This design comes from an exercise in tuning for small area, a short achievable clock period and few clock cycles on the open sky130 flow, not from production work.
In this exercise RTL edits were held to simulation tests only and were not proved equivalent to the original.
Power is estimated from default activity; no workload was simulated.

[flow/design.v]
package cpu_pkg;
  localparam logic [2:0] OP_ARITH  = 3'b000;
  localparam logic [2:0] OP_CMPMUL = 3'b001;
  localparam logic [2:0] OP_LW     = 3'b010;
  localparam logic [2:0] OP_SW     = 3'b011;
  localparam logic [2:0] OP_BEQ    = 3'b100;
  localparam logic [2:0] OP_J      = 3'b101;
endpackage
`timescale 1ns/1ps
module read_arbiter (
  input  logic                       clk,
  input  logic                       rst_n,
  input  logic                       inst_req,
  input  logic [3:0]                 inst_win,
  input  logic                       data_req,
  input  logic [10:0]                data_addr,
  output logic                       grant_inst,
  output logic                       busy,
  output logic [10:4]        burst_seg,   
  output logic                       beat,
  output logic                       beat_inst,
  output logic [6:0]                 beat_idx,    
  output logic [32-1:0] araddr,
  output logic                       arvalid,
  input  logic                       arready,
  input  logic                       rvalid,
  input  logic                       rlast,
  output logic                       rready
);
  logic       busy_q;
  logic       inst_q;
  logic [6:0] ptr_q;    
  logic [6:0] idx_q;
  assign grant_inst = !busy_q && inst_req;
  assign beat       = busy_q && !arvalid && rvalid;
  always_ff @(posedge clk or negedge rst_n) begin
    if (!rst_n) begin
      busy_q  <= 1'b0;
      arvalid <= 1'b0;
      inst_q  <= 1'b0;
      ptr_q   <= '0;
      idx_q   <= '0;
    end else begin
      if (!busy_q && (inst_req || data_req)) begin
        busy_q  <= 1'b1;
        arvalid <= 1'b1;
        inst_q  <= inst_req;
        idx_q   <= '0;
        if (inst_req)                 ptr_q <= {inst_win, 3'b000};
        else if (&data_addr[10:7])    ptr_q <= 7'b1111000;
        else                          ptr_q <= data_addr[10:4];
      end else begin
        if (arvalid && arready) arvalid <= 1'b0;
        if (beat) begin
          idx_q <= idx_q + 7'd1;
          if (rlast) busy_q <= 1'b0;
        end
      end
    end
  end
  assign araddr    = {19'd0, 1'b1, ptr_q, 5'd0};
  assign rready    = 1'b1;
  assign busy      = busy_q;
  assign burst_seg = ptr_q[6:4-4];
  assign beat_inst = beat && inst_q;
  assign beat_idx  = idx_q;
endmodule
`timescale 1ns/1ps
module inst_cache (
  input  logic                   clk,
  input  logic                   rst_n,
  input  logic [12-1:0]  pc,
  output logic [16-1:0] inst,
  output logic                   hit,
  output logic                   present,
  input  logic                   fill_start,
  input  logic                   beat,
  input  logic [16-1:0] bus_data
);
  logic [16-1:0] mem [128];
  logic [3:0]             tag_q;
  logic                   valid_q;
  logic                   full_q;
  logic [6:0]             cnt_q;
  assign present = valid_q && (tag_q == pc[11:8]);
  assign hit     = present && (full_q || (pc[7:1] < cnt_q));
  assign inst    = mem[pc[7:1]];
  always_ff @(posedge clk or negedge rst_n) begin
    if (!rst_n) begin
      tag_q   <= '0;
      valid_q <= 1'b0;
      full_q  <= 1'b0;
      cnt_q   <= '0;
    end else if (fill_start) begin
      tag_q   <= pc[11:8];
      valid_q <= 1'b1;
      full_q  <= 1'b0;
      cnt_q   <= '0;
    end else if (beat) begin
      cnt_q <= cnt_q + 7'd1;
      if (&cnt_q) full_q <= 1'b1;
    end
  end
  always_ff @(posedge clk) begin
    if (beat) mem[cnt_q] <= bus_data;
  end
endmodule
`timescale 1ns/1ps
module data_cache (
  input  logic                       clk,
  input  logic                       rst_n,
  input  logic [10:0]                addr,      
  input  logic [(2**4)-1:0]  off1h,     
  output logic [16-1:0]     ld_data,
  output logic                       hit,       
  output logic                       st_ok,     
  input  logic                       ld,        
  input  logic                       st,        
  input  logic                       ld_go,     
  input  logic                       st_go,     
  input  logic [16-1:0]     st_data,
  output logic                       bus_req,   
  input  logic                       busy,
  input  logic [10:4]        burst_seg,
  input  logic                       beat,
  input  logic [6:0]                 beat_idx,
  input  logic [16-1:0]     bus_data,
  output logic [32-1:0] awaddr,
  output logic                       awvalid,
  input  logic                       awready,
  output logic [16-1:0]     wdata,
  output logic                       wvalid,
  output logic                       wlast,
  input  logic                       wready,
  input  logic                       bvalid,
  output logic                       bready
);
  localparam int SW  = 4;
  localparam int NS  = 6;
  localparam int TW  = 11 - SW;
  localparam int PW  = 7 - SW;         
  localparam int LW  = 3;
  logic [16-1:0] mem [NS*(2**SW)];
  logic [TW-1:0]          tag_q   [NS];
  logic [PW-1:0]          pos_q   [NS];
  logic [NS-1:0]          alloc_q;
  logic [NS-1:0]          full_q;
  logic [NS-1:0]          fill_q;
  logic [LW-1:0]          order_q [NS];    
  logic [TW-1:0]          seg;
  logic [SW-1:0]          off;
  logic [NS-1:0]          match;
  logic [NS-1:0]          ready;
  logic [NS-1:0]          capk;
  logic [LW-1:0]          hslot;
  logic [LW-1:0]          cslot;
  logic                   present;
  logic                   cap;
  logic                   miss;
  logic [TW-1:0]          rel;
  logic                   catch_up;
  logic                   alloc;
  logic                   touch;
  logic [LW-1:0]          tslot;
  logic [LW-1:0]          victim;
  logic                   wb_empty;
  assign seg = addr[10:SW];
  assign off = addr[SW-1:0];
  always_comb begin
    hslot = '0;
    cslot = '0;
    for (int k = 0; k < NS; k++) begin
      match[k] = alloc_q[k] && (tag_q[k] == seg);
      ready[k] = full_q[k] || (fill_q[k] && ({pos_q[k], off} < beat_idx));
      capk[k]  = fill_q[k] && (pos_q[k] == beat_idx[6:SW]);
      if (match[k]) hslot = LW'(k);
      if (capk[k])  cslot = LW'(k);
    end
  end
  assign present = |match;
  assign hit     = |(match & ready);
  logic [16-1:0] rd_data;
  logic                   sp_hit;
  always_comb begin
    rd_data = '0;
    for (int k = 0; k < NS; k++) begin
      for (int j = 0; j < 2**SW; j++) begin
        rd_data = rd_data | (mem[k*(2**SW)+j] & {16{match[k] && off1h[j]}});
      end
    end
  end
  assign sp_hit  = sp_q && match[sp_slot_q] && (off == sp_off_q);
  assign ld_data = sp_hit ? sp_data_q : rd_data;
  assign cap     = beat && |capk;
  assign victim  = order_q[NS-1];
  assign miss     = ld && !present && wb_empty;
  assign rel      = seg - burst_seg;
  assign catch_up = busy && (rel < TW'(2**PW)) &&
                    ((rel[PW-1:0] > beat_idx[6:SW]) ||
                     (rel[PW-1:0] == beat_idx[6:SW] && beat_idx[SW-1:0] == '0 && !beat));
  assign alloc    = miss && catch_up;
  assign bus_req  = miss && !busy;
  assign touch = alloc || ((ld || st) && present);
  assign tslot = alloc ? victim : hslot;
  logic [NS-1:0] at;
  logic [NS-1:0] seen;
  logic [LW-1:0] order_d [NS];
  always_comb begin
    for (int j = 0; j < NS; j++) begin
      at[j] = alloc ? (j == NS-1) : match[order_q[j]];
    end
    for (int k = 0; k < NS; k++) begin
      seen[k] = |(at & NS'((2 << k) - 1));
    end
    order_d[0] = tslot;
    for (int k = 1; k < NS; k++) begin
      order_d[k] = seen[k-1] ? order_q[k] : order_q[k-1];
    end
  end
  always_ff @(posedge clk or negedge rst_n) begin
    if (!rst_n) begin
      for (int k = 0; k < NS; k++) order_q[k] <= LW'(k);
    end else if (touch) begin
      for (int k = 0; k < NS; k++) order_q[k] <= order_d[k];
    end
  end
  always_ff @(posedge clk or negedge rst_n) begin
    if (!rst_n) begin
      alloc_q <= '0;
      full_q  <= '0;
      fill_q  <= '0;
      for (int k = 0; k < NS; k++) begin
        tag_q[k] <= '0;
        pos_q[k] <= '0;
      end
    end else begin
      if (cap && &beat_idx[SW-1:0]) begin
        fill_q[cslot] <= 1'b0;
        full_q[cslot] <= 1'b1;
      end
      if (alloc) begin
        tag_q[victim]   <= seg;
        pos_q[victim]   <= rel[PW-1:0];
        alloc_q[victim] <= 1'b1;
        full_q[victim]  <= 1'b0;
        fill_q[victim]  <= 1'b1;
      end
    end
  end
  logic                   sp_q;
  logic [LW-1:0]          sp_slot_q;
  logic [SW-1:0]          sp_off_q;
  logic [16-1:0] sp_data_q;
  always_ff @(posedge clk or negedge rst_n) begin
    if (!rst_n) sp_q <= 1'b0;
    else        sp_q <= st_go && present;
  end
  always_ff @(posedge clk) begin
    sp_slot_q <= hslot;
    sp_off_q  <= off;
    sp_data_q <= st_data;
  end
  logic [16-1:0] slot_wd [NS];
  always_comb begin
    for (int k = 0; k < NS; k++) begin
      slot_wd[k] = (fill_q[k] && |capk) ? bus_data : sp_data_q;
    end
  end
  always_ff @(posedge clk) begin
    for (int k = 0; k < NS; k++) begin
      for (int j = 0; j < 2**SW; j++) begin
        if ((cap && cslot == LW'(k) && beat_idx[SW-1:0] == SW'(j)) ||
            (sp_q && sp_slot_q == LW'(k) && sp_off_q == SW'(j))) begin
          mem[k*(2**SW)+j] <= slot_wd[k];
        end
      end
    end
  end
  logic [10:0] wa_q [2];
  logic [15:0] wd_q [2];
  logic        wr_ptr_q;
  logic        aw_ptr_q;
  logic        w_ptr_q;
  logic [1:0]  aw_cnt_q;
  logic [1:0]  w_cnt_q;
  logic        wb_free;
  logic        aw_go;
  logic        w_go;
  assign wb_free  = !aw_cnt_q[1] && !w_cnt_q[1];
  assign wb_empty = (aw_cnt_q == 2'd0) && (w_cnt_q == 2'd0);
  assign st_ok    = wb_free && (!present || |(match & full_q));
  assign aw_go    = awvalid && awready;
  assign w_go     = wvalid && wready;
  always_ff @(posedge clk or negedge rst_n) begin
    if (!rst_n) begin
      wr_ptr_q <= 1'b0;
      aw_ptr_q <= 1'b0;
      w_ptr_q  <= 1'b0;
      aw_cnt_q <= '0;
      w_cnt_q  <= '0;
    end else begin
      if (st_go) wr_ptr_q <= !wr_ptr_q;
      if (aw_go) aw_ptr_q <= !aw_ptr_q;
      if (w_go)  w_ptr_q  <= !w_ptr_q;
      aw_cnt_q <= aw_cnt_q + {1'b0, st_go} - {1'b0, aw_go};
      w_cnt_q  <= w_cnt_q + {1'b0, st_go} - {1'b0, w_go};
    end
  end
  always_ff @(posedge clk) begin
    if (st && wb_free) begin
      wa_q[wr_ptr_q] <= addr;
      wd_q[wr_ptr_q] <= st_data;
    end
  end
  assign awaddr  = {19'd0, 1'b1, wa_q[aw_ptr_q], 1'b0};
  assign awvalid = (aw_cnt_q != 2'd0);
  assign wdata   = wd_q[w_ptr_q];
  assign wvalid  = (w_cnt_q != 2'd0);
  assign wlast   = 1'b1;
  assign bready  = 1'b1;
endmodule
`timescale 1ns/1ps
module cpu_core (
  input  logic                   clk,
  input  logic                   rst_n,
  output logic [12-1:0]  fetch_pc,
  input  logic [16-1:0] fetch_inst,
  input  logic                   fetch_hit,
  output logic                   inst_miss_pc_valid,
  output logic [12-1:0]  inst_miss_pc,
  output logic [10:0]            dmem_addr,
  output logic [15:0]            dmem_off1h,
  input  logic [16-1:0] dmem_rdata,
  input  logic                   dmem_hit,
  input  logic                   dmem_st_ok,
  output logic                   dmem_ld,
  output logic                   dmem_st,
  output logic                   dmem_ld_go,
  output logic                   dmem_st_go,
  output logic [16-1:0] dmem_wdata,
  output logic                   io_stall
);
  logic [12-1:0]  fa_q;
  logic [16-1:0] irf_q;
  logic                   irfv_q;
  logic [12-1:0]  pcf_q;
  logic [12-1:0]  brt_q;
  logic [16-1:0] ir_q;
  logic                   irv_q;
  logic                   stall_q;
  logic [16-1:0] regs [16];
  logic [16-1:0] a_q;
  logic [16-1:0] b_q;
  logic [10:0]            addr_q;
  logic [15:0]            off1h_q;     
  logic [2:0]             op;
  logic [3:0]             rs;
  logic [3:0]             rt;
  logic [3:0]             rd;
  logic                   fn;
  logic [16-1:0] a;
  logic [16-1:0] b;
  logic [16-1:0] alu;
  logic [16-1:0] diff;
  logic [16-1:0] prod;
  logic                   lt;
  logic                   is_alu;
  logic                   is_ld;
  logic                   is_st;
  logic                   retire;
  logic                   redirect;
  logic                   e_free;
  logic                   d_adv;
  logic                   f_adv;
  logic [12-1:0]  f_next;
  logic [16-1:0] finst;
  logic                   fhit;
  logic [3:0]             d_rs;
  logic [3:0]             d_rt;
  logic [10:0]            d_addr;
  logic [16-1:0] d_a;
  logic                   hazard;
  logic                   wen;
  logic [3:0]             widx;
  logic [16-1:0] wval;
  logic                   fwd_a;
  logic                   fwd_b;
  assign op    = ir_q[15:13];
  assign rs    = ir_q[12:9];
  assign rt    = ir_q[8:5];
  assign rd    = ir_q[4:1];
  assign fn    = ir_q[0];
  assign a     = a_q;
  assign b     = b_q;
  assign is_alu = (op == cpu_pkg::OP_ARITH) || (op == cpu_pkg::OP_CMPMUL);
  assign is_ld  = irv_q && (op == cpu_pkg::OP_LW);
  assign is_st  = irv_q && (op == cpu_pkg::OP_SW);
  logic [7:0] bone_q;
  logic [7:0] btwo_q;
  logic [7:0] bneg_q;
  cpu_mul16 u_mul (
    .a   (a),
    .one (bone_q),
    .two (btwo_q),
    .neg (bneg_q),
    .p   (prod)
  );
  assign diff = a - b;
  assign lt   = (a[15] != b[15]) ? a[15] : diff[15];
  logic                   is_mul;
  logic [16-1:0] alu_lo;
  logic [16-1:0] wval_lo;
  assign is_mul = op[0] && fn;
  always_comb begin
    case ({op[0], fn})
      2'b00:   alu_lo = a + b;
      2'b01:   alu_lo = diff;
      default: alu_lo = {15'd0, lt};
    endcase
  end
  assign alu = is_mul ? prod : alu_lo;
  assign retire = irv_q && (is_ld ? dmem_hit : is_st ? dmem_st_ok : 1'b1);
  assign redirect = irv_q && (op == cpu_pkg::OP_BEQ) && (rs != rt) && (a == b);
  assign fetch_pc = fa_q;
  assign finst    = fetch_inst;
  assign fhit     = fetch_hit;
  logic [12-1:0] fa_p2;
  assign fa_p2 = fa_q + 12'd2;
  assign f_next = (finst[15:13] == cpu_pkg::OP_J) ? finst[11:0] : fa_p2;
  logic                   wbv_q;
  logic [3:0]             wbi_q;
  logic [16-1:0] wbd_q;
  assign wen  = retire && (is_alu || op == cpu_pkg::OP_LW);
  assign widx = is_alu ? rd : rt;
  assign wval_lo = is_alu ? alu_lo : dmem_rdata;
  assign wval    = (is_alu && is_mul) ? prod : wval_lo;
  always_ff @(posedge clk or negedge rst_n) begin
    if (!rst_n) wbv_q <= 1'b0;
    else        wbv_q <= wen;
  end
  always_ff @(posedge clk) begin
    wbi_q <= widx;
    wbd_q <= wval;
  end
  always_ff @(posedge clk or negedge rst_n) begin
    if (!rst_n) begin
      for (int i = 0; i < 16; i++) regs[i] <= '0;
    end else if (wbv_q) begin
      regs[wbi_q] <= wbd_q;
    end
  end
  assign d_rs = irf_q[12:9];
  assign d_rt = irf_q[8:5];
  logic [12-1:0] d_brt;
  logic                  d_turn;
  assign d_brt  = pcf_q + 12'd2 + {{6{irf_q[4]}}, irf_q[4:0], 1'b0};
  assign d_turn = d_adv && (irf_q[15:13] == cpu_pkg::OP_BEQ) && (d_rs == d_rt);
  assign hazard = irv_q &&
                  (((op == cpu_pkg::OP_LW) && (d_rs == rt || d_rt == rt)) ||
                   (is_alu && is_mul && (d_rs == rd || d_rt == rd)) ||
                   (is_alu && rd == d_rs && irf_q[15:14] == 2'b01)) ||
                  (wbv_q && wbi_q == d_rs && irf_q[15:14] == 2'b01);
  logic [16-1:0] d_b;
  logic [16-1:0] d_base;
  assign d_a    = (wbv_q && wbi_q == d_rs) ? wbd_q : regs[d_rs];
  assign d_b    = (wbv_q && wbi_q == d_rt) ? wbd_q : regs[d_rt];
  assign d_base = regs[d_rs];
  cpu_agen u_agen (
    .base (d_base[10:0]),
    .imm  (irf_q[4:0]),
    .addr (d_addr)
  );
  assign fwd_a  = retire && is_alu && (rd == d_rs);
  assign fwd_b  = retire && is_alu && (rd == d_rt);
  logic [16-1:0] fwd_v;
  logic [16-1:0] d_bv;
  logic [7:0]             d_bm;
  assign fwd_v = alu_lo;
  assign d_bv  = fwd_b ? fwd_v : d_b;
  assign d_bm  = {d_bv[13], d_bv[11], d_bv[9], d_bv[7], d_bv[5], d_bv[3], d_bv[1], 1'b0};
  assign e_free = !irv_q || retire;
  assign d_adv  = irfv_q && e_free && !hazard && !redirect;
  assign f_adv  = !irfv_q || d_adv;
  always_ff @(posedge clk or negedge rst_n) begin
    if (!rst_n) begin
      fa_q    <= '0;
      irfv_q  <= 1'b0;
      irv_q   <= 1'b0;
      stall_q <= 1'b1;
    end else begin
      stall_q <= !retire;
      if (e_free) irv_q <= d_adv;
      if (redirect) begin
        irfv_q <= 1'b0;
        fa_q   <= brt_q;
      end else if (d_turn) begin
        irfv_q <= 1'b0;
        fa_q   <= d_brt;
      end else if (f_adv) begin
        irfv_q <= fhit;
        if (fhit) fa_q <= f_next;
      end
    end
  end
  always_ff @(posedge clk) begin
    if (f_adv) begin
      irf_q <= finst;
      pcf_q <= fa_q;
    end
    if (e_free) begin
      ir_q   <= irf_q;
      brt_q  <= d_brt;
      a_q    <= fwd_a ? fwd_v : d_a;
      b_q    <= d_bv;
      for (int i = 0; i < 8; i++) begin
        bone_q[i] <= d_bv[2*i] ^ d_bm[i];
        btwo_q[i] <= (d_bv[2*i+1] & ~d_bv[2*i] & ~d_bm[i]) |
                     (~d_bv[2*i+1] & d_bv[2*i] & d_bm[i]);
        bneg_q[i] <= d_bv[2*i+1];
      end
      addr_q <= d_addr;
      off1h_q <= 16'd1 << d_addr[3:0];
    end
  end
  assign inst_miss_pc_valid = !irv_q && !irfv_q;
  assign inst_miss_pc       = fa_q;
  assign dmem_addr          = addr_q;
  assign dmem_off1h         = off1h_q;
  assign dmem_ld            = is_ld;
  assign dmem_st            = is_st;
  assign dmem_ld_go         = retire && (op == cpu_pkg::OP_LW);
  assign dmem_st_go         = retire && (op == cpu_pkg::OP_SW);
  assign dmem_wdata         = b;
  assign io_stall = stall_q;
endmodule
module cpu_agen (
  input  logic [10:0] base,
  input  logic [4:0]  imm,
  output logic [10:0] addr
);
  logic [5:0] up_inc;
  logic [5:0] up_dec;
  logic [5:0] lo_sum;
  assign up_inc = base[10:5] + 6'd1;
  assign up_dec = base[10:5] - 6'd1;
  assign lo_sum = {1'b0, base[4:0]} + {1'b0, imm};
  assign addr[4:0]  = lo_sum[4:0];
  assign addr[10:5] = (imm[4] == lo_sum[5]) ? base[10:5] : lo_sum[5] ? up_inc : up_dec;
endmodule
module cpu_mul16 (
  input  logic [15:0] a,
  input  logic [7:0]  one,
  input  logic [7:0]  two,
  input  logic [7:0]  neg,
  output logic [15:0] p
);
  logic one_0, two_0, neg_0, pp_0_0, pp_0_1, pp_0_2, pp_0_3, pp_0_4, pp_0_5, pp_0_6, pp_0_7, pp_0_8, pp_0_9, pp_0_10, pp_0_11, pp_0_12, pp_0_13, pp_0_14, pp_0_15, one_1, two_1, neg_1, pp_1_0, pp_1_1, pp_1_2, pp_1_3, pp_1_4, pp_1_5, pp_1_6, pp_1_7, pp_1_8, pp_1_9, pp_1_10, pp_1_11, pp_1_12, pp_1_13, one_2, two_2, neg_2, pp_2_0, pp_2_1, pp_2_2, pp_2_3, pp_2_4, pp_2_5, pp_2_6, pp_2_7, pp_2_8, pp_2_9, pp_2_10, pp_2_11, one_3, two_3, neg_3, pp_3_0, pp_3_1, pp_3_2, pp_3_3, pp_3_4, pp_3_5, pp_3_6, pp_3_7, pp_3_8, pp_3_9, one_4, two_4, neg_4, pp_4_0, pp_4_1, pp_4_2, pp_4_3, pp_4_4, pp_4_5, pp_4_6, pp_4_7, one_5, two_5, neg_5, pp_5_0, pp_5_1, pp_5_2, pp_5_3, pp_5_4, pp_5_5, one_6, two_6, neg_6, pp_6_0, pp_6_1, pp_6_2, pp_6_3, one_7, two_7, neg_7, pp_7_0, pp_7_1, s0, c0, s1, c1, s2, c2, s3, c3, s4, c4, s5, c5, s6, c6, s7, c7, s8, c8, s9, c9, s10, c10, s11, c11, s12, c12, s13, c13, s14, c14, s15, c15, s16, c16, s17, c17, s18, c18, s19, c19, s20, c20, s21, c21, s22, c22, s23, c23, s24, c24, s25, c25, s26, c26, s27, c27, s28, c28, s29, c29, s30, c30, s31, c31, s32, c32, s33, c33, s34, c34, s35, c35, s36, c36, s37, c37, s38, c38, s39, c39, s40, c40, s41, c41, s42, c42, s43, c43, s44, c44, s45, c45, s46, c46, s47, c47, s48, c48, s49, c49, s50, c50, s51, c51, s52, c52, s53, c53, s54, c54, s55, c55;
  assign one_0 = one[0];
  assign two_0 = two[0];
  assign neg_0 = neg[0];
  assign pp_0_0 = ((one_0 & a[0]) | (two_0 & 1'b0)) ^ neg_0;
  assign pp_0_1 = ((one_0 & a[1]) | (two_0 & a[0])) ^ neg_0;
  assign pp_0_2 = ((one_0 & a[2]) | (two_0 & a[1])) ^ neg_0;
  assign pp_0_3 = ((one_0 & a[3]) | (two_0 & a[2])) ^ neg_0;
  assign pp_0_4 = ((one_0 & a[4]) | (two_0 & a[3])) ^ neg_0;
  assign pp_0_5 = ((one_0 & a[5]) | (two_0 & a[4])) ^ neg_0;
  assign pp_0_6 = ((one_0 & a[6]) | (two_0 & a[5])) ^ neg_0;
  assign pp_0_7 = ((one_0 & a[7]) | (two_0 & a[6])) ^ neg_0;
  assign pp_0_8 = ((one_0 & a[8]) | (two_0 & a[7])) ^ neg_0;
  assign pp_0_9 = ((one_0 & a[9]) | (two_0 & a[8])) ^ neg_0;
  assign pp_0_10 = ((one_0 & a[10]) | (two_0 & a[9])) ^ neg_0;
  assign pp_0_11 = ((one_0 & a[11]) | (two_0 & a[10])) ^ neg_0;
  assign pp_0_12 = ((one_0 & a[12]) | (two_0 & a[11])) ^ neg_0;
  assign pp_0_13 = ((one_0 & a[13]) | (two_0 & a[12])) ^ neg_0;
  assign pp_0_14 = ((one_0 & a[14]) | (two_0 & a[13])) ^ neg_0;
  assign pp_0_15 = ((one_0 & a[15]) | (two_0 & a[14])) ^ neg_0;
  assign one_1 = one[1];
  assign two_1 = two[1];
  assign neg_1 = neg[1];
  assign pp_1_0 = ((one_1 & a[0]) | (two_1 & 1'b0)) ^ neg_1;
  assign pp_1_1 = ((one_1 & a[1]) | (two_1 & a[0])) ^ neg_1;
  assign pp_1_2 = ((one_1 & a[2]) | (two_1 & a[1])) ^ neg_1;
  assign pp_1_3 = ((one_1 & a[3]) | (two_1 & a[2])) ^ neg_1;
  assign pp_1_4 = ((one_1 & a[4]) | (two_1 & a[3])) ^ neg_1;
  assign pp_1_5 = ((one_1 & a[5]) | (two_1 & a[4])) ^ neg_1;
  assign pp_1_6 = ((one_1 & a[6]) | (two_1 & a[5])) ^ neg_1;
  assign pp_1_7 = ((one_1 & a[7]) | (two_1 & a[6])) ^ neg_1;
  assign pp_1_8 = ((one_1 & a[8]) | (two_1 & a[7])) ^ neg_1;
  assign pp_1_9 = ((one_1 & a[9]) | (two_1 & a[8])) ^ neg_1;
  assign pp_1_10 = ((one_1 & a[10]) | (two_1 & a[9])) ^ neg_1;
  assign pp_1_11 = ((one_1 & a[11]) | (two_1 & a[10])) ^ neg_1;
  assign pp_1_12 = ((one_1 & a[12]) | (two_1 & a[11])) ^ neg_1;
  assign pp_1_13 = ((one_1 & a[13]) | (two_1 & a[12])) ^ neg_1;
  assign one_2 = one[2];
  assign two_2 = two[2];
  assign neg_2 = neg[2];
  assign pp_2_0 = ((one_2 & a[0]) | (two_2 & 1'b0)) ^ neg_2;
  assign pp_2_1 = ((one_2 & a[1]) | (two_2 & a[0])) ^ neg_2;
  assign pp_2_2 = ((one_2 & a[2]) | (two_2 & a[1])) ^ neg_2;
  assign pp_2_3 = ((one_2 & a[3]) | (two_2 & a[2])) ^ neg_2;
  assign pp_2_4 = ((one_2 & a[4]) | (two_2 & a[3])) ^ neg_2;
  assign pp_2_5 = ((one_2 & a[5]) | (two_2 & a[4])) ^ neg_2;
  assign pp_2_6 = ((one_2 & a[6]) | (two_2 & a[5])) ^ neg_2;
  assign pp_2_7 = ((one_2 & a[7]) | (two_2 & a[6])) ^ neg_2;
  assign pp_2_8 = ((one_2 & a[8]) | (two_2 & a[7])) ^ neg_2;
  assign pp_2_9 = ((one_2 & a[9]) | (two_2 & a[8])) ^ neg_2;
  assign pp_2_10 = ((one_2 & a[10]) | (two_2 & a[9])) ^ neg_2;
  assign pp_2_11 = ((one_2 & a[11]) | (two_2 & a[10])) ^ neg_2;
  assign one_3 = one[3];
  assign two_3 = two[3];
  assign neg_3 = neg[3];
  assign pp_3_0 = ((one_3 & a[0]) | (two_3 & 1'b0)) ^ neg_3;
  assign pp_3_1 = ((one_3 & a[1]) | (two_3 & a[0])) ^ neg_3;
  assign pp_3_2 = ((one_3 & a[2]) | (two_3 & a[1])) ^ neg_3;
  assign pp_3_3 = ((one_3 & a[3]) | (two_3 & a[2])) ^ neg_3;
  assign pp_3_4 = ((one_3 & a[4]) | (two_3 & a[3])) ^ neg_3;
  assign pp_3_5 = ((one_3 & a[5]) | (two_3 & a[4])) ^ neg_3;
  assign pp_3_6 = ((one_3 & a[6]) | (two_3 & a[5])) ^ neg_3;
  assign pp_3_7 = ((one_3 & a[7]) | (two_3 & a[6])) ^ neg_3;
  assign pp_3_8 = ((one_3 & a[8]) | (two_3 & a[7])) ^ neg_3;
  assign pp_3_9 = ((one_3 & a[9]) | (two_3 & a[8])) ^ neg_3;
  assign one_4 = one[4];
  assign two_4 = two[4];
  assign neg_4 = neg[4];
  assign pp_4_0 = ((one_4 & a[0]) | (two_4 & 1'b0)) ^ neg_4;
  assign pp_4_1 = ((one_4 & a[1]) | (two_4 & a[0])) ^ neg_4;
  assign pp_4_2 = ((one_4 & a[2]) | (two_4 & a[1])) ^ neg_4;
  assign pp_4_3 = ((one_4 & a[3]) | (two_4 & a[2])) ^ neg_4;
  assign pp_4_4 = ((one_4 & a[4]) | (two_4 & a[3])) ^ neg_4;
  assign pp_4_5 = ((one_4 & a[5]) | (two_4 & a[4])) ^ neg_4;
  assign pp_4_6 = ((one_4 & a[6]) | (two_4 & a[5])) ^ neg_4;
  assign pp_4_7 = ((one_4 & a[7]) | (two_4 & a[6])) ^ neg_4;
  assign one_5 = one[5];
  assign two_5 = two[5];
  assign neg_5 = neg[5];
  assign pp_5_0 = ((one_5 & a[0]) | (two_5 & 1'b0)) ^ neg_5;
  assign pp_5_1 = ((one_5 & a[1]) | (two_5 & a[0])) ^ neg_5;
  assign pp_5_2 = ((one_5 & a[2]) | (two_5 & a[1])) ^ neg_5;
  assign pp_5_3 = ((one_5 & a[3]) | (two_5 & a[2])) ^ neg_5;
  assign pp_5_4 = ((one_5 & a[4]) | (two_5 & a[3])) ^ neg_5;
  assign pp_5_5 = ((one_5 & a[5]) | (two_5 & a[4])) ^ neg_5;
  assign one_6 = one[6];
  assign two_6 = two[6];
  assign neg_6 = neg[6];
  assign pp_6_0 = ((one_6 & a[0]) | (two_6 & 1'b0)) ^ neg_6;
  assign pp_6_1 = ((one_6 & a[1]) | (two_6 & a[0])) ^ neg_6;
  assign pp_6_2 = ((one_6 & a[2]) | (two_6 & a[1])) ^ neg_6;
  assign pp_6_3 = ((one_6 & a[3]) | (two_6 & a[2])) ^ neg_6;
  assign one_7 = one[7];
  assign two_7 = two[7];
  assign neg_7 = neg[7];
  assign pp_7_0 = ((one_7 & a[0]) | (two_7 & 1'b0)) ^ neg_7;
  assign pp_7_1 = ((one_7 & a[1]) | (two_7 & a[0])) ^ neg_7;
  assign s0 = pp_0_10 ^ pp_1_8;
  assign c0 = pp_0_10 & pp_1_8;
  assign s1 = pp_0_11 ^ pp_1_9;
  assign c1 = pp_0_11 & pp_1_9;
  assign s2 = pp_0_12 ^ pp_1_10 ^ pp_2_8;
  assign c2 = (pp_0_12 & pp_1_10) | (pp_0_12 & pp_2_8) | (pp_1_10 & pp_2_8);
  assign s3 = pp_3_6 ^ pp_4_4;
  assign c3 = pp_3_6 & pp_4_4;
  assign s4 = pp_0_13 ^ pp_1_11 ^ pp_2_9;
  assign c4 = (pp_0_13 & pp_1_11) | (pp_0_13 & pp_2_9) | (pp_1_11 & pp_2_9);
  assign s5 = pp_3_7 ^ pp_4_5;
  assign c5 = pp_3_7 & pp_4_5;
  assign s6 = pp_0_14 ^ pp_1_12 ^ pp_2_10;
  assign c6 = (pp_0_14 & pp_1_12) | (pp_0_14 & pp_2_10) | (pp_1_12 & pp_2_10);
  assign s7 = pp_3_8 ^ pp_4_6 ^ pp_5_4;
  assign c7 = (pp_3_8 & pp_4_6) | (pp_3_8 & pp_5_4) | (pp_4_6 & pp_5_4);
  assign s8 = pp_6_2 ^ pp_7_0;
  assign c8 = pp_6_2 & pp_7_0;
  assign s9 = pp_0_15 ^ pp_1_13 ^ pp_2_11;
  assign c9 = (pp_0_15 & pp_1_13) | (pp_0_15 & pp_2_11) | (pp_1_13 & pp_2_11);
  assign s10 = pp_3_9 ^ pp_4_7 ^ pp_5_5;
  assign c10 = (pp_3_9 & pp_4_7) | (pp_3_9 & pp_5_5) | (pp_4_7 & pp_5_5);
  assign s11 = pp_6_3 ^ pp_7_1;
  assign c11 = pp_6_3 & pp_7_1;
  assign s12 = pp_0_6 ^ pp_1_4;
  assign c12 = pp_0_6 & pp_1_4;
  assign s13 = pp_0_7 ^ pp_1_5;
  assign c13 = pp_0_7 & pp_1_5;
  assign s14 = pp_0_8 ^ pp_1_6 ^ pp_2_4;
  assign c14 = (pp_0_8 & pp_1_6) | (pp_0_8 & pp_2_4) | (pp_1_6 & pp_2_4);
  assign s15 = pp_3_2 ^ pp_4_0;
  assign c15 = pp_3_2 & pp_4_0;
  assign s16 = pp_0_9 ^ pp_1_7 ^ pp_2_5;
  assign c16 = (pp_0_9 & pp_1_7) | (pp_0_9 & pp_2_5) | (pp_1_7 & pp_2_5);
  assign s17 = pp_3_3 ^ pp_4_1;
  assign c17 = pp_3_3 & pp_4_1;
  assign s18 = pp_2_6 ^ pp_3_4 ^ pp_4_2;
  assign c18 = (pp_2_6 & pp_3_4) | (pp_2_6 & pp_4_2) | (pp_3_4 & pp_4_2);
  assign s19 = pp_5_0 ^ neg_5 ^ s0;
  assign c19 = (pp_5_0 & neg_5) | (pp_5_0 & s0) | (neg_5 & s0);
  assign s20 = pp_2_7 ^ pp_3_5 ^ pp_4_3;
  assign c20 = (pp_2_7 & pp_3_5) | (pp_2_7 & pp_4_3) | (pp_3_5 & pp_4_3);
  assign s21 = pp_5_1 ^ s1 ^ c0;
  assign c21 = (pp_5_1 & s1) | (pp_5_1 & c0) | (s1 & c0);
  assign s22 = pp_5_2 ^ pp_6_0 ^ neg_6;
  assign c22 = (pp_5_2 & pp_6_0) | (pp_5_2 & neg_6) | (pp_6_0 & neg_6);
  assign s23 = s2 ^ s3 ^ c1;
  assign c23 = (s2 & s3) | (s2 & c1) | (s3 & c1);
  assign s24 = pp_5_3 ^ pp_6_1 ^ s4;
  assign c24 = (pp_5_3 & pp_6_1) | (pp_5_3 & s4) | (pp_6_1 & s4);
  assign s25 = s5 ^ c2 ^ c3;
  assign c25 = (s5 & c2) | (s5 & c3) | (c2 & c3);
  assign s26 = neg_7 ^ s6 ^ s7;
  assign c26 = (neg_7 & s6) | (neg_7 & s7) | (s6 & s7);
  assign s27 = s8 ^ c4 ^ c5;
  assign c27 = (s8 & c4) | (s8 & c5) | (c4 & c5);
  assign s28 = s9 ^ s10 ^ s11;
  assign c28 = (s9 & s10) | (s9 & s11) | (s10 & s11);
  assign s29 = c6 ^ c7 ^ c8;
  assign c29 = (c6 & c7) | (c6 & c8) | (c7 & c8);
  assign s30 = pp_0_4 ^ pp_1_2;
  assign c30 = pp_0_4 & pp_1_2;
  assign s31 = pp_0_5 ^ pp_1_3;
  assign c31 = pp_0_5 & pp_1_3;
  assign s32 = pp_2_2 ^ pp_3_0 ^ neg_3;
  assign c32 = (pp_2_2 & pp_3_0) | (pp_2_2 & neg_3) | (pp_3_0 & neg_3);
  assign s33 = pp_2_3 ^ pp_3_1 ^ s13;
  assign c33 = (pp_2_3 & pp_3_1) | (pp_2_3 & s13) | (pp_3_1 & s13);
  assign s34 = neg_4 ^ s14 ^ s15;
  assign c34 = (neg_4 & s14) | (neg_4 & s15) | (s14 & s15);
  assign s35 = s16 ^ s17 ^ c14;
  assign c35 = (s16 & s17) | (s16 & c14) | (s17 & c14);
  assign s36 = s18 ^ s19 ^ c16;
  assign c36 = (s18 & s19) | (s18 & c16) | (s19 & c16);
  assign s37 = s20 ^ s21 ^ c18;
  assign c37 = (s20 & s21) | (s20 & c18) | (s21 & c18);
  assign s38 = s22 ^ s23 ^ c20;
  assign c38 = (s22 & s23) | (s22 & c20) | (s23 & c20);
  assign s39 = s24 ^ s25 ^ c22;
  assign c39 = (s24 & s25) | (s24 & c22) | (s25 & c22);
  assign s40 = s26 ^ s27 ^ c24;
  assign c40 = (s26 & s27) | (s26 & c24) | (s27 & c24);
  assign s41 = s28 ^ s29 ^ c26;
  assign c41 = (s28 & s29) | (s28 & c26) | (s29 & c26);
  assign s42 = pp_0_2 ^ pp_1_0;
  assign c42 = pp_0_2 & pp_1_0;
  assign s43 = pp_0_3 ^ pp_1_1;
  assign c43 = pp_0_3 & pp_1_1;
  assign s44 = pp_2_0 ^ neg_2 ^ s30;
  assign c44 = (pp_2_0 & neg_2) | (pp_2_0 & s30) | (neg_2 & s30);
  assign s45 = pp_2_1 ^ s31 ^ c30;
  assign c45 = (pp_2_1 & s31) | (pp_2_1 & c30) | (s31 & c30);
  assign s46 = s12 ^ s32 ^ c31;
  assign c46 = (s12 & s32) | (s12 & c31) | (s32 & c31);
  assign s47 = c12 ^ s33 ^ c32;
  assign c47 = (c12 & s33) | (c12 & c32) | (s33 & c32);
  assign s48 = c13 ^ s34 ^ c33;
  assign c48 = (c13 & s34) | (c13 & c33) | (s34 & c33);
  assign s49 = c15 ^ s35 ^ c34;
  assign c49 = (c15 & s35) | (c15 & c34) | (s35 & c34);
  assign s50 = c17 ^ s36 ^ c35;
  assign c50 = (c17 & s36) | (c17 & c35) | (s36 & c35);
  assign s51 = c19 ^ s37 ^ c36;
  assign c51 = (c19 & s37) | (c19 & c36) | (s37 & c36);
  assign s52 = c21 ^ s38 ^ c37;
  assign c52 = (c21 & s38) | (c21 & c37) | (s38 & c37);
  assign s53 = c23 ^ s39 ^ c38;
  assign c53 = (c23 & s39) | (c23 & c38) | (s39 & c38);
  assign s54 = c25 ^ s40 ^ c39;
  assign c54 = (c25 & s40) | (c25 & c39) | (s40 & c39);
  assign s55 = c27 ^ s41 ^ c40;
  assign c55 = (c27 & s41) | (c27 & c40) | (s41 & c40);
  logic [15:0] mx, my, g0, p0;
  assign mx = {s55, s54, s53, s52, s51, s50, s49, s48, s47, s46, s45, s44, s43, neg_1, pp_0_1, pp_0_0};
  assign my = {c54, c53, c52, c51, c50, c49, c48, c47, c46, c45, c44, c43, c42, s42, 1'b0, neg_0};
  assign g0 = mx & my;
  assign p0 = mx ^ my;
  logic [15:0] g1, p1;
  assign g1[0] = g0[0];
  assign p1[0] = p0[0];
  assign g1[1] = g0[1] | (p0[1] & g0[0]);
  assign p1[1] = p0[1] & p0[0];
  assign g1[2] = g0[2] | (p0[2] & g0[1]);
  assign p1[2] = p0[2] & p0[1];
  assign g1[3] = g0[3] | (p0[3] & g0[2]);
  assign p1[3] = p0[3] & p0[2];
  assign g1[4] = g0[4] | (p0[4] & g0[3]);
  assign p1[4] = p0[4] & p0[3];
  assign g1[5] = g0[5] | (p0[5] & g0[4]);
  assign p1[5] = p0[5] & p0[4];
  assign g1[6] = g0[6] | (p0[6] & g0[5]);
  assign p1[6] = p0[6] & p0[5];
  assign g1[7] = g0[7] | (p0[7] & g0[6]);
  assign p1[7] = p0[7] & p0[6];
  assign g1[8] = g0[8] | (p0[8] & g0[7]);
  assign p1[8] = p0[8] & p0[7];
  assign g1[9] = g0[9] | (p0[9] & g0[8]);
  assign p1[9] = p0[9] & p0[8];
  assign g1[10] = g0[10] | (p0[10] & g0[9]);
  assign p1[10] = p0[10] & p0[9];
  assign g1[11] = g0[11] | (p0[11] & g0[10]);
  assign p1[11] = p0[11] & p0[10];
  assign g1[12] = g0[12] | (p0[12] & g0[11]);
  assign p1[12] = p0[12] & p0[11];
  assign g1[13] = g0[13] | (p0[13] & g0[12]);
  assign p1[13] = p0[13] & p0[12];
  assign g1[14] = g0[14] | (p0[14] & g0[13]);
  assign p1[14] = p0[14] & p0[13];
  assign g1[15] = g0[15] | (p0[15] & g0[14]);
  assign p1[15] = p0[15] & p0[14];
  logic [15:0] g2, p2;
  assign g2[0] = g1[0];
  assign p2[0] = p1[0];
  assign g2[1] = g1[1];
  assign p2[1] = p1[1];
  assign g2[2] = g1[2] | (p1[2] & g1[0]);
  assign p2[2] = p1[2] & p1[0];
  assign g2[3] = g1[3] | (p1[3] & g1[1]);
  assign p2[3] = p1[3] & p1[1];
  assign g2[4] = g1[4] | (p1[4] & g1[2]);
  assign p2[4] = p1[4] & p1[2];
  assign g2[5] = g1[5] | (p1[5] & g1[3]);
  assign p2[5] = p1[5] & p1[3];
  assign g2[6] = g1[6] | (p1[6] & g1[4]);
  assign p2[6] = p1[6] & p1[4];
  assign g2[7] = g1[7] | (p1[7] & g1[5]);
  assign p2[7] = p1[7] & p1[5];
  assign g2[8] = g1[8] | (p1[8] & g1[6]);
  assign p2[8] = p1[8] & p1[6];
  assign g2[9] = g1[9] | (p1[9] & g1[7]);
  assign p2[9] = p1[9] & p1[7];
  assign g2[10] = g1[10] | (p1[10] & g1[8]);
  assign p2[10] = p1[10] & p1[8];
  assign g2[11] = g1[11] | (p1[11] & g1[9]);
  assign p2[11] = p1[11] & p1[9];
  assign g2[12] = g1[12] | (p1[12] & g1[10]);
  assign p2[12] = p1[12] & p1[10];
  assign g2[13] = g1[13] | (p1[13] & g1[11]);
  assign p2[13] = p1[13] & p1[11];
  assign g2[14] = g1[14] | (p1[14] & g1[12]);
  assign p2[14] = p1[14] & p1[12];
  assign g2[15] = g1[15] | (p1[15] & g1[13]);
  assign p2[15] = p1[15] & p1[13];
  logic [15:0] g3, p3;
  assign g3[0] = g2[0];
  assign p3[0] = p2[0];
  assign g3[1] = g2[1];
  assign p3[1] = p2[1];
  assign g3[2] = g2[2];
  assign p3[2] = p2[2];
  assign g3[3] = g2[3];
  assign p3[3] = p2[3];
  assign g3[4] = g2[4] | (p2[4] & g2[0]);
  assign p3[4] = p2[4] & p2[0];
  assign g3[5] = g2[5] | (p2[5] & g2[1]);
  assign p3[5] = p2[5] & p2[1];
  assign g3[6] = g2[6] | (p2[6] & g2[2]);
  assign p3[6] = p2[6] & p2[2];
  assign g3[7] = g2[7] | (p2[7] & g2[3]);
  assign p3[7] = p2[7] & p2[3];
  assign g3[8] = g2[8] | (p2[8] & g2[4]);
  assign p3[8] = p2[8] & p2[4];
  assign g3[9] = g2[9] | (p2[9] & g2[5]);
  assign p3[9] = p2[9] & p2[5];
  assign g3[10] = g2[10] | (p2[10] & g2[6]);
  assign p3[10] = p2[10] & p2[6];
  assign g3[11] = g2[11] | (p2[11] & g2[7]);
  assign p3[11] = p2[11] & p2[7];
  assign g3[12] = g2[12] | (p2[12] & g2[8]);
  assign p3[12] = p2[12] & p2[8];
  assign g3[13] = g2[13] | (p2[13] & g2[9]);
  assign p3[13] = p2[13] & p2[9];
  assign g3[14] = g2[14] | (p2[14] & g2[10]);
  assign p3[14] = p2[14] & p2[10];
  assign g3[15] = g2[15] | (p2[15] & g2[11]);
  assign p3[15] = p2[15] & p2[11];
  logic [15:0] g4, p4;
  assign g4[0] = g3[0];
  assign p4[0] = p3[0];
  assign g4[1] = g3[1];
  assign p4[1] = p3[1];
  assign g4[2] = g3[2];
  assign p4[2] = p3[2];
  assign g4[3] = g3[3];
  assign p4[3] = p3[3];
  assign g4[4] = g3[4];
  assign p4[4] = p3[4];
  assign g4[5] = g3[5];
  assign p4[5] = p3[5];
  assign g4[6] = g3[6];
  assign p4[6] = p3[6];
  assign g4[7] = g3[7];
  assign p4[7] = p3[7];
  assign g4[8] = g3[8] | (p3[8] & g3[0]);
  assign p4[8] = p3[8] & p3[0];
  assign g4[9] = g3[9] | (p3[9] & g3[1]);
  assign p4[9] = p3[9] & p3[1];
  assign g4[10] = g3[10] | (p3[10] & g3[2]);
  assign p4[10] = p3[10] & p3[2];
  assign g4[11] = g3[11] | (p3[11] & g3[3]);
  assign p4[11] = p3[11] & p3[3];
  assign g4[12] = g3[12] | (p3[12] & g3[4]);
  assign p4[12] = p3[12] & p3[4];
  assign g4[13] = g3[13] | (p3[13] & g3[5]);
  assign p4[13] = p3[13] & p3[5];
  assign g4[14] = g3[14] | (p3[14] & g3[6]);
  assign p4[14] = p3[14] & p3[6];
  assign g4[15] = g3[15] | (p3[15] & g3[7]);
  assign p4[15] = p3[15] & p3[7];
  assign p = p0 ^ {g4[14:0], 1'b0};
endmodule
`timescale 1ns/1ps
module cpu_top (
  input  logic                       clk,
  input  logic                       rst_n,
  output logic [32-1:0] araddr,
  output logic                       arvalid,
  input  logic                       arready,
  input  logic [16-1:0]     rdata,
  input  logic                       rvalid,
  input  logic                       rlast,
  output logic                       rready,
  output logic [32-1:0] awaddr,
  output logic                       awvalid,
  input  logic                       awready,
  output logic [16-1:0]     wdata,
  output logic                       wvalid,
  output logic                       wlast,
  input  logic                       wready,
  input  logic                       bvalid,
  output logic                       bready,
  output logic                       io_stall
);
  logic [12-1:0]  fetch_pc;
  logic [16-1:0] fetch_inst;
  logic                   fetch_hit;
  logic                   imiss_valid;
  logic [12-1:0]  imiss_pc;
  logic                   ipresent;
  logic [10:0]            dmem_addr;
  logic [15:0]            dmem_off1h;
  logic [16-1:0] dmem_rdata;
  logic                   dmem_hit;
  logic                   dmem_st_ok;
  logic                   dmem_ld;
  logic                   dmem_st;
  logic                   dmem_ld_go;
  logic                   dmem_st_go;
  logic [16-1:0] dmem_wdata;
  logic                   inst_req;
  logic                   data_req;
  logic                   grant_inst;
  logic                   busy;
  logic [10:4]    burst_seg;
  logic                   beat;
  logic                   beat_inst;
  logic [6:0]             beat_idx;
  cpu_core u_core (
    .clk                (clk),
    .rst_n              (rst_n),
    .fetch_pc           (fetch_pc),
    .fetch_inst         (fetch_inst),
    .fetch_hit          (fetch_hit),
    .inst_miss_pc_valid (imiss_valid),
    .inst_miss_pc       (imiss_pc),
    .dmem_addr          (dmem_addr),
    .dmem_off1h         (dmem_off1h),
    .dmem_rdata         (dmem_rdata),
    .dmem_hit           (dmem_hit),
    .dmem_st_ok         (dmem_st_ok),
    .dmem_ld            (dmem_ld),
    .dmem_st            (dmem_st),
    .dmem_ld_go         (dmem_ld_go),
    .dmem_st_go         (dmem_st_go),
    .dmem_wdata         (dmem_wdata),
    .io_stall           (io_stall)
  );
  inst_cache u_icache (
    .clk        (clk),
    .rst_n      (rst_n),
    .pc         (fetch_pc),
    .inst       (fetch_inst),
    .hit        (fetch_hit),
    .present    (ipresent),
    .fill_start (grant_inst),
    .beat       (beat_inst),
    .bus_data   (rdata)
  );
  data_cache u_dcache (
    .clk        (clk),
    .rst_n      (rst_n),
    .addr       (dmem_addr),
    .off1h      (dmem_off1h),
    .ld_data    (dmem_rdata),
    .hit        (dmem_hit),
    .st_ok      (dmem_st_ok),
    .ld         (dmem_ld),
    .st         (dmem_st),
    .ld_go      (dmem_ld_go),
    .st_go      (dmem_st_go),
    .st_data    (dmem_wdata),
    .bus_req    (data_req),
    .busy       (busy),
    .burst_seg  (burst_seg),
    .beat       (beat),
    .beat_idx   (beat_idx),
    .bus_data   (rdata),
    .awaddr     (awaddr),
    .awvalid    (awvalid),
    .awready    (awready),
    .wdata      (wdata),
    .wvalid     (wvalid),
    .wlast      (wlast),
    .wready     (wready),
    .bvalid     (bvalid),
    .bready     (bready)
  );
  assign inst_req = imiss_valid && !ipresent;
  read_arbiter u_rd_arb (
    .clk        (clk),
    .rst_n      (rst_n),
    .inst_req   (inst_req),
    .inst_win   (imiss_pc[11:8]),
    .data_req   (data_req),
    .data_addr  (dmem_addr),
    .grant_inst (grant_inst),
    .busy       (busy),
    .burst_seg  (burst_seg),
    .beat       (beat),
    .beat_inst  (beat_inst),
    .beat_idx   (beat_idx),
    .araddr     (araddr),
    .arvalid    (arvalid),
    .arready    (arready),
    .rvalid     (rvalid),
    .rlast      (rlast),
    .rready     (rready)
  );
endmodule
[flow/run.sh]
#!/bin/bash
# synth_recipe.tcl (not shown) runs the flow's synth.tcl, then flattens the netlist and writes it again
# the make line also repeats each setting of config.mk as NAME=value (left out here)
make -C /OpenROAD-flow-scripts/flow DESIGN_CONFIG=/design/flow/config.mk WORK_HOME=/design/flow/orfs CLKGATE_MAP_FILE= SYNTH_SCRIPT=/design/flow/synth_recipe.tcl finish
[flow/config.mk]
export PLATFORM = sky130hd
export DESIGN_NAME = cpu_top
export DESIGN_NICKNAME = cpu_top
export VERILOG_FILES = /design/flow/design.v
export SDC_FILE = /design/flow/constraint.sdc
export NUM_CORES = 4
export LEC_CHECK = 0
export CAP_MARGIN = 20
export CORE_MARGIN = 2
export CORE_UTILIZATION = 50
export PLACE_DENSITY = 0.6
export SETUP_SLACK_MARGIN = 3.5
export SLEW_MARGIN = 20
export SYNTH_HIERARCHICAL = 1
export TNS_END_PERCENT = 10
[flow/constraint.sdc]
create_clock -name core_clock -period 7.5 [get_ports {clk}]
set_input_delay 1.5000 -clock core_clock [delete_from_list [all_inputs] [get_ports {clk}]]
set_output_delay 1.5000 -clock core_clock [all_outputs]
set_load 0.01 [all_outputs]
==> flow_summary.json <==
{
  "fin_cells": 15548,
  "hold_class": "reg -> reg",
  "avgSynthCellArea_um2": 17.1,
  "path_clk_slew_ps": 60,
  "grt_pass1_vias": 101887,
  "cp-start-kind": "register",
  "grt_max_degree": 132,
  "power_leakage_nw": 66.7,
  "worst-r2r-setup-slack_ps": 2920,
  "place_hpwl_um": 338000,
  "final.min_clock_period_ps": 4580,
  "grt.overflow.total": 0,
  "cp_max_fo": 12,
  "dp.cells": 14481,
  "ys.warnings.count": 17,
  "portBuffers": 60,
  "clock-sinks": 4214,
  "slew-limit-headroom": 0.162,
  "layout.nets": 10820,
  "drive_gt1_frac": 0.233,
  "via_count": 104707,
  "regToRegStartpoint": "u_core.addr_q[4]",
  "viasPerCell": 6.73,
  "gp_congestion": 0.962,
  "clock-skew-final_ps": 120,
  "root_buffer": "clkbuf_16",
  "crit_required_ps": 8320,
  "start_util": 0.503,
  "die_h_um": 591,
  "layout_common_cells": "edfxtp_1 (3766), a22oi_1 (578), buf_4 (514), clkbuf_16 (436), mux2_2 (426)",
  "critical_path_arrival_ps": 5400,
  "postCtsHoldBufs": 0,
  "drv_cap": 0,
  "htreeDepth": 5,
  "detailedPlace.worstSlack_ps": 1480,
  "top_level_ports": 111,
  "rows": 215,
  "dr.pass1.iters": 8,
  "slew_viol_final": 0,
  "drc_errors": 0,
  "setup_tns_ps": 0,
  "grt_pass1_wl_um": 790000,
  "fp.coreArea_um2": 343000,
  "hold_viol": 0,
  "setup-violations-final": 0,
  "antenna_found_initial": 30,
  "worst_pin_slew_ps": 1250,
  "grt_usage": 0.321,
  "powerDensity_nw_per_um2": 366,
  "r2r_cells": 13,
  "syn_to_final_growth_pct": 15.1,
  "cp-end-kind": "register",
  "ir_drop_mv": 0.416,
  "cts_tree": "yes",
  "min_to": "u_icache.valid_q",
  "holdWs_ps": 476,
  "period_share": 0.610,
  "max_freq_mhz": 219,
  "worstSetupPathType": "reg -> reg",
  "final_common_cell": "edfxtp_1",
  "clock_latency_ps": 1050,
  "routedWlPerCell_um": 36.6,
  "ant_nets": 0,
  "drt_iter0_markers": 16615,
  "hp-start": "u_icache.valid_q",
  "die_area_um2": 350000,
  "cts_buffers": 433,
  "die_w_um": 591,
  "rsz0062_at_grt": "yes",
  "worst_slack_ps": 2920,
  "routed_wl_um": 569000,
  "status": "timing/DRC/antenna clean",
  "syn_area_um2": 172000,
  "reg2reg_to": "u_core.wbd_q[15]",
  "netlist_instances": 10108,
  "whs_path_depth": 1,
  "cts.path.max_buffers": 4
}
## worst max-delay path, cell delays in order, from the launching register on
cell and delay (ps):
edfxtp_1 530, buf_4 230, xnor2_1 120, nand4_1 200, buf_4 280, or2_2 560
a21oi_1 90, a21oi_1 520, o21ai_0 240, nor4_1 900, a41oi_1 260, buf_4 270
nor2_1 160, a31oi_1 60
## metal layers
| layer | vias to the layer above | track usage | wire (µm) |
|---|---|---|---|
| li1 | 42159 | - | - |
| met1 | 54101 | 0.441 | 217000 |
| met2 | 6992 | 0.481 | 252000 |
| met3 | 1433 | 0.0793 | 65700 |
| met4 | 22 | 0.160 | 33700 |
| met5 | - | 0.00298 | 292 |
## per-stage QoR
step | power, mW | utilization | area, µm²
5_1_grt | 74.9 | 0.579 | 198000
3_5_place_dp | 49.1 | 0.527 | 181000
6_report | 72.6 | 0.579 | 198000
2_1_floorplan | 41.0 | - | 173000
4_1_cts | 72.1 | 0.577 | 198000
3_3_place_gp | 48.9 | 0.526 | 181000
## final cells by class
type / count / area, µm²
repair buffers: 714 / 7110
multi-input cells: 5104 / 47400
clock inverters: 259 / 2130
flip-flops and latches: 4214 / 124000
well taps: 4557 / 5700
repair inverters: 1 / 7.51
diodes: 10 / 25.0
fillers: 25692 / 145000
clock buffers: 540 / 11400
inverters: 149 / 563
## report_power, final
group / switching, mW / total [mW] / internal [mW]
combinational: 14.0 / 22.8 / 8.83
clock: 9.18 / 20.8 / 11.6
sequential: 1.53 / 29.0 / 27.5
## state kept, by name (all words and copies together) (netlist names), 18 cells and up
register and flops:
u_dcache.order_q 18, u_dcache.pos_q 18, u_icache.mem 2048, u_dcache.mem 1536, u_dcache.wa_q 22, u_core.regs 256, u_dcache.tag_q 42, u_dcache.wd_q 32
## how the worst max path moves through the flow
stage / startpoint / to / slack (ps) / cells past startpoint
6_report: u_core.addr_q[4] / u_core.wbd_q[15] / 2920 / 13
5_1_grt: u_core.a_q[8] / u_core.wbd_q[15] / 2930 / 17
3_3_place_gp: u_core.addr_q[8] / u_core.fa_q[1] / 1520 / 14
4_1_cts: u_rd_arb.idx_q[4] / u_dcache.mem[34][7] / 2970 / 10
2_1_floorplan: u_core.addr_q[7] / u_core.fa_q[10] / 3170 / 19
3_5_place_dp: u_core.addr_q[8] / u_core.fa_q[3] / 1480 / 15
## what timing repair did
item	CTS	global route
gates resized for setup	269	27
pin swaps	104	32
setup buffers	211	18
cloned	16	0
endpoints found under the setup margin	2071	3017
Testbench counts, summed over its fixed seeds: cycles 43,719.

what the ideal ports hide:
Ports are ideal in the flow. The routed layout listed here was re-timed in OpenROAD.
Step 1, drivers: a clkbuf_16 drives clk and a buf_2 each remaining input, both assumed.
Step 2 adds t to the input delays and takes it off the output delays; t is the mean of the earliest and latest rising clock arrival at the registers after step 1. Input paths then give back, and output paths get back, about the clock's delay inside the block.
a / b / c = ideal / step 1 / step 2; a / b = the first two.
t (ns): 1.081
setup slack, ns: 2.924 / 2.924 / 2.443
hold WS [ns]: 0.476 / 0.476 / 0.476
After both steps setup and hold are still met in this run. The setup slack of this run moves by 0.000 ns with the drivers and by -0.481 ns with both steps.
